This is an optimization exercise on Yosys and OpenROAD, whose aim is small area and a short achievable clock period, not a production implementation.
Only simulation tests tie the RTL to the original design; equivalence was not proved.
Power figures rest on the tool's default switching activity, not on a simulated workload.

==> module decodeExecute, before the edit <==
module decodeExecute (
    input  logic                                  Clock,
    input  logic                                  arstN,
    input  mipsPkg::instrWord                     instruction,
    input  logic [mipsPkg::dataWidth-1:0]         pc,
    input  logic                                  flush,
    input  logic                                  stall,
    input  logic                                  wbWrite,
    input  logic [mipsPkg::regAddrWidth-1:0]      wbAddr,
    input  logic [mipsPkg::dataWidth-1:0]         wbData,
    output logic [mipsPkg::dataWidth-1:0]         aluResult,
    output logic [mipsPkg::dataWidth-1:0]         storeData,
    output logic [mipsPkg::dataWidth-1:0]         branchTarget,
    output logic [mipsPkg::regAddrWidth-1:0]      destReg,
    output logic [1:0]                            memToReg,
    output logic [1:0]                            byteSel,
    output logic                                  branchTaken,
    output logic                                  regWrite,
    output logic                                  memWrite,
    output logic                                  memRead
);
    localparam int loWidth  = 8;
    localparam int hiWidth  = dataWidth - loWidth;
    localparam int dataBits = 2*dataWidth + hiWidth + 3;
    logic                 dRegWrite, dMemRead, dMemWrite, dBranch, dIsRType, dUseImm;
    logic                 dSignExtend, dInvertB, dSelSum, dSelAnd, dSelOr, dSelXor, dSelNor;
    logic                 dSelLui, dSelShift, dSelSlt, dShiftRight, dCarryMid, dBranchTaken;
    logic                 dUseAdder, dCarryLo;
    logic [10:0][dataWidth-1:0] dGroupN1, dGroupN2;
    logic [dataWidth-1:0] dStored1, dStored2, dRead1, dRead2, dImmExt, dOpB, dOpY;
    logic [dataWidth-1:0] dRotated, dShiftMask, dShifted, dOther, dResult, dStoreWord;
    logic [loWidth-1:0]   dTargetLo;
    logic                 dTargetCarry;
    logic [loWidth-1:0]   dSumLo;
    logic [hiWidth-1:0]   dAddHigh;
    logic [4:0]           dShiftAmount, dRotateAmount;
    logic [regAddrWidth-1:0] dDest;
    logic                 eCarryMid, eSelSlt, eOp0, eCarryOut, eLessThan;
    logic [dataWidth-1:0] eResult;
    logic [hiWidth-1:0]   eAddHigh, eSumHigh;
    controlDecoder decoder (
        .instruction(instruction), .regWrite(dRegWrite), .memRead(dMemRead),
        .memWrite(dMemWrite), .branch(dBranch), .isRType(dIsRType), .useImm(dUseImm),
        .signExtend(dSignExtend), .invertB(dInvertB), .selSum(dSelSum), .selAnd(dSelAnd),
        .selOr(dSelOr), .selXor(dSelXor), .selNor(dSelNor), .selLui(dSelLui),
        .selShift(dSelShift), .selSlt(dSelSlt), .shiftRight(dShiftRight)
    );
    registerFile regFile (
        .Clock(Clock), .arstN(arstN), .writeEnable(wbWrite),
        .readAddr1(instruction.rType.rs), .readAddr2(instruction.rType.rt),
        .writeAddr(wbAddr), .writeData(wbData), .groupN1(dGroupN1), .groupN2(dGroupN2)
    );
    always_comb begin
        dStored1 = '1;
        dStored2 = '1;
        for (int g = 0; g < 11; g++) begin
            dStored1 = dStored1 & dGroupN1[g];
            dStored2 = dStored2 & dGroupN2[g];
        end
    end
    assign dRead1 = ~dStored1;
    assign dRead2 = ~dStored2;
    assign dImmExt = {{(dataWidth-immWidth){dSignExtend & instruction.iType.imm[immWidth-1]}},
                      instruction.iType.imm};
    assign dOpB    = dUseImm ? dImmExt : dRead2;
    assign dOpY    = dOpB ^ {dataWidth{dInvertB}};
    prefixAdder #(.width(loWidth)) adderLo (
        .a(dRead1[loWidth-1:0]), .b(dOpY[loWidth-1:0]), .carryIn(dInvertB),
        .sum(dSumLo), .carryOut(dCarryLo)
    );
    assign dShiftAmount  = instruction.rType.shamt;
    assign dRotateAmount = dShiftRight ? (5'd0 - dShiftAmount) : dShiftAmount;
    always_comb begin
        dRotated = dRead2;
        for (int k = 0; k < 5; k++) begin
            if (dRotateAmount[k]) dRotated = (dRotated << (1 << k)) | (dRotated >> (dataWidth - (1 << k)));
        end
        dShiftMask = dShiftRight ? ({dataWidth{1'b1}} >> dShiftAmount)
                                 : ({dataWidth{1'b1}} << dShiftAmount);
    end
    assign dShifted = dRotated & dShiftMask;
    assign {dTargetCarry, dTargetLo} = {1'b0, pc[loWidth-1:0]} +
                                       {1'b0, dImmExt[loWidth-3:0], 2'b00} + (loWidth + 1)'(4);
    assign dUseAdder = dSelSum | dSelSlt;
    assign dOther = ({dataWidth{dUseAdder}} & {dRead1[dataWidth-1:loWidth], {loWidth{1'b0}}}) |
                    ({dataWidth{dSelAnd}}   & (dRead1 & dOpB)) |
                    ({dataWidth{dSelOr}}    & (dRead1 | dOpB)) |
                    ({dataWidth{dSelXor}}   & (dRead1 ^ dOpB)) |
                    ({dataWidth{dSelNor}}   & ~(dRead1 | dOpB)) |
                    ({dataWidth{dSelLui}}   & {instruction.iType.imm, {(dataWidth-immWidth){1'b0}}}) |
                    ({dataWidth{dSelShift}} & dShifted) |
                    ({dataWidth{dBranch}}   & {pc[dataWidth-1:loWidth], dTargetLo});
    for (genvar i = 0; i < loWidth; i++) begin : gResultLo
        andOr resultBit (.a(dSumLo[i]), .b(dSelSum), .c(dOther[i]), .y(dResult[i]));
    end
    assign dResult[dataWidth-1:loWidth] = dOther[dataWidth-1:loWidth];
    assign dAddHigh  = ({hiWidth{dUseAdder}} & dOpY[dataWidth-1:loWidth]) |
                       ({hiWidth{dBranch}} & dImmExt[dataWidth-3:loWidth-2]);
    assign dCarryMid = (dUseAdder & dCarryLo) | (dBranch & dTargetCarry);
    assign dDest      = dIsRType ? instruction.rType.rd : instruction.rType.rt;
    assign dStoreWord = {dRead2[dataWidth-1:regAddrWidth],
                         dMemWrite ? dRead2[regAddrWidth-1:0] : dDest};
    assign dBranchTaken = dBranch && ((dRead1 == dRead2) ^ instruction.iType.opcode[0]);
    idExRegister #(.ctrlWidth(4), .dataBits(dataBits)) stageReg (
        .Clock(Clock), .arstN(arstN), .flush(flush), .stall(stall),
        .ctrlIn({dRegWrite, dMemRead, dMemWrite, dBranchTaken}),
        .dataIn({dResult, dAddHigh, dCarryMid, dStoreWord, dSelSlt,
                 instruction.iType.opcode[0]}),
        .ctrlOut({regWrite, memRead, memWrite, branchTaken}),
        .dataOut({eResult, eAddHigh, eCarryMid, storeData, eSelSlt, eOp0})
    );
    prefixAdder #(.width(hiWidth)) adderHi (
        .a(eResult[dataWidth-1:loWidth]), .b(eAddHigh), .carryIn(eCarryMid),
        .sum(eSumHigh), .carryOut(eCarryOut)
    );
    assign eLessThan = eResult[dataWidth-1] ^ eAddHigh[hiWidth-1] ^ eCarryOut;
    assign aluResult = {eSumHigh & {hiWidth{!eSelSlt}}, eResult[loWidth-1:1],
                        eResult[0] | (eSelSlt & eLessThan)};
    assign branchTarget = aluResult;
    assign destReg      = storeData[regAddrWidth-1:0];
    assign byteSel      = {eOp0, 1'b1};
    assign memToReg     = {memRead, !memRead};
endmodule
clock: 7.0 ns
lec_check: 0
cap_margin: 20
core_margin: 2
core_utilization: 40
cts_buf_list: sky130_fd_sc_hd__clkbuf_8
cts_cluster_size: 30
setup_slack_margin: 3
slew_margin: 20
synth_hierarchical: 1
tns_end_percent: 10
run.sh (not shown) runs the stock make flow with config.mk's settings and CLKGATE_MAP_FILE= SYNTH_SCRIPT=/design/flow/synth_recipe.tcl, a recipe that flattens the netlist after the stock synthesis.
==> next run, changes <==
--- a/flow/design.v
+++ b/flow/design.v
@@ -276,8 +276,39 @@
     end
     assign sum      = p[n-1:1] ^ gen[levels][n-2:0];
     assign carryOut = gen[levels][n-1];
 endmodule
+module sparseAdder #(
+    parameter int width = 30
+) (
+    input  logic [width-1:0]  a,
+    input  logic [width-1:0]  b,
+    input  logic              carryIn,
+    output logic [width-1:0]  sum
+);
+    localparam int top = (width <= 2) ? 1 : (width <= 4) ? 2 : (width <= 8) ? 4 :
+                         (width <= 16) ? 8 : (width <= 32) ? 16 : 32;
+    logic [width-1:0] p, gen, prop;
+    always_comb begin
+        p    = a ^ b;
+        gen  = a & b;
+        gen[0] = gen[0] | (p[0] & carryIn);
+        prop = p;
+        for (int d = 1; d < width; d = d * 2) begin
+            for (int i = 2 * d - 1; i < width; i += 2 * d) begin
+                gen[i]  = gen[i] | (prop[i] & gen[i-d]);
+                prop[i] = prop[i] & prop[i-d];
+            end
+        end
+        for (int d = top; d >= 1; d = d / 2) begin
+            for (int i = 3 * d - 1; i < width; i += 2 * d) begin
+                gen[i]  = gen[i] | (prop[i] & gen[i-d]);
+                prop[i] = prop[i] & prop[i-d];
+            end
+        end
+        sum = p ^ {gen[width-2:0], carryIn};
+    end
+endmodule
 module andOr (
     input  logic a, b, c,
     output logic y
 );
@@ -320,11 +351,9 @@
     logic                 dSelLui, dSelShift, dSelSlt, dShiftRight, dCarryMid, dBranchTaken;
     logic                 dUseAdder, dCarryLo;
     logic [10:0][dataWidth-1:0] dGroupN1, dGroupN2;
     logic [dataWidth-1:0] dStored1, dStored2, dRead1, dRead2, dImmExt, dOpB, dOpY;
-    logic [dataWidth-1:0] dRotated, dShiftMask, dShifted, dOther, dResult, dStoreWord;
-    logic [loWidth-1:0]   dTargetLo;
-    logic                 dTargetCarry;
+    logic [dataWidth-1:0] dRotated, dShiftMask, dShifted, dTarget, dOther, dResult, dStoreWord;
     logic [loWidth-1:0]   dSumLo;
     logic [hiWidth-1:0]   dAddHigh;
     logic [4:0]           dShiftAmount, dRotateAmount;
     logic [regAddrWidth-1:0] dDest;
@@ -371,26 +400,28 @@
         dShiftMask = dShiftRight ? ({dataWidth{1'b1}} >> dShiftAmount)
                                  : ({dataWidth{1'b1}} << dShiftAmount);
     end
     assign dShifted = dRotated & dShiftMask;
-    assign {dTargetCarry, dTargetLo} = {1'b0, pc[loWidth-1:0]} +
-                                       {1'b0, dImmExt[loWidth-3:0], 2'b00} + (loWidth + 1)'(4);
+    sparseAdder #(.width(dataWidth-2)) targetAdder (
+        .a(pc[dataWidth-1:2]), .b(dImmExt[dataWidth-3:0]), .carryIn(1'b1),
+        .sum(dTarget[dataWidth-1:2])
+    );
+    assign dTarget[1:0] = pc[1:0];
     assign dUseAdder = dSelSum | dSelSlt;
     assign dOther = ({dataWidth{dUseAdder}} & {dRead1[dataWidth-1:loWidth], {loWidth{1'b0}}}) |
                     ({dataWidth{dSelAnd}}   & (dRead1 & dOpB)) |
                     ({dataWidth{dSelOr}}    & (dRead1 | dOpB)) |
                     ({dataWidth{dSelXor}}   & (dRead1 ^ dOpB)) |
                     ({dataWidth{dSelNor}}   & ~(dRead1 | dOpB)) |
                     ({dataWidth{dSelLui}}   & {instruction.iType.imm, {(dataWidth-immWidth){1'b0}}}) |
                     ({dataWidth{dSelShift}} & dShifted) |
-                    ({dataWidth{dBranch}}   & {pc[dataWidth-1:loWidth], dTargetLo});
+                    ({dataWidth{dBranch}}   & dTarget);
     for (genvar i = 0; i < loWidth; i++) begin : gResultLo
         andOr resultBit (.a(dSumLo[i]), .b(dSelSum), .c(dOther[i]), .y(dResult[i]));
     end
     assign dResult[dataWidth-1:loWidth] = dOther[dataWidth-1:loWidth];
-    assign dAddHigh  = ({hiWidth{dUseAdder}} & dOpY[dataWidth-1:loWidth]) |
-                       ({hiWidth{dBranch}} & dImmExt[dataWidth-3:loWidth-2]);
-    assign dCarryMid = (dUseAdder & dCarryLo) | (dBranch & dTargetCarry);
+    assign dAddHigh  = {hiWidth{dUseAdder}} & dOpY[dataWidth-1:loWidth];
+    assign dCarryMid = dUseAdder & dCarryLo;
     assign dDest      = dIsRType ? instruction.rType.rd : instruction.rType.rt;
     assign dStoreWord = {dRead2[dataWidth-1:regAddrWidth],
                          dMemWrite ? dRead2[regAddrWidth-1:0] : dDest};
     assign dBranchTaken = dBranch && ((dRead1 == dRead2) ^ instruction.iType.opcode[0]);
@@ -408,9 +439,9 @@
     );
     assign eLessThan = eResult[dataWidth-1] ^ eAddHigh[hiWidth-1] ^ eCarryOut;
     assign aluResult = {eSumHigh & {hiWidth{!eSelSlt}}, eResult[loWidth-1:1],
                         eResult[0] | (eSelSlt & eLessThan)};
-    assign branchTarget = aluResult;
+    assign branchTarget = eResult;
     assign destReg      = storeData[regAddrWidth-1:0];
     assign byteSel      = {eOp0, 1'b1};
     assign memToReg     = {memRead, !memRead};
 endmodule
What happened: The changed run finished with timing, DRC and antenna clean. Setup slack is better by 170 ps. Die area rose by about 0.8%. Count of clock-buffer cells in the layout rose by 3. Sequential cell count is unchanged. Clock skew rose by 26 ps. Power fell by 1.3%. Final area fell by about 0.5%. Via count rose by about 0.33%. Sequential share of layout area rose by 0.26 points. Global-route usage fell by 0.92 points.

## port drivers added, routing unchanged
No port has a modelled driver above. Below, the same layouts with a new extraction and two added sets of constraints.
Step 1, drivers: a clkbuf_16 drives Clock and a buf_2 each remaining input, both assumed.
Step 2 times the ports against the registers' clock, not the clock port: input delays grow and output delays shrink by t, the midpoint of the rising clock arrivals with the driver on.
Three values: ideal, step 1, step 2; two values: the first two.
run | t, ns | setup slack, ns | latest minus earliest clock arrival (ns) | worst slew at a driven data input, ns | pins driven straight from the clock port
the first run | 0.981 | 1.969 / 1.996 / 1.015 | 0.061 / 0.060 | 0.08 | 1
the second run | 0.994 | 2.138 / 2.132 / 1.138 | 0.087 / 0.087 | 0.13 | 1
After both steps setup and hold are still met in every run listed. For the second run, which loses most, drivers alone change the setup slack by -0.006 ns; drivers and shift together by -1.000 ns.
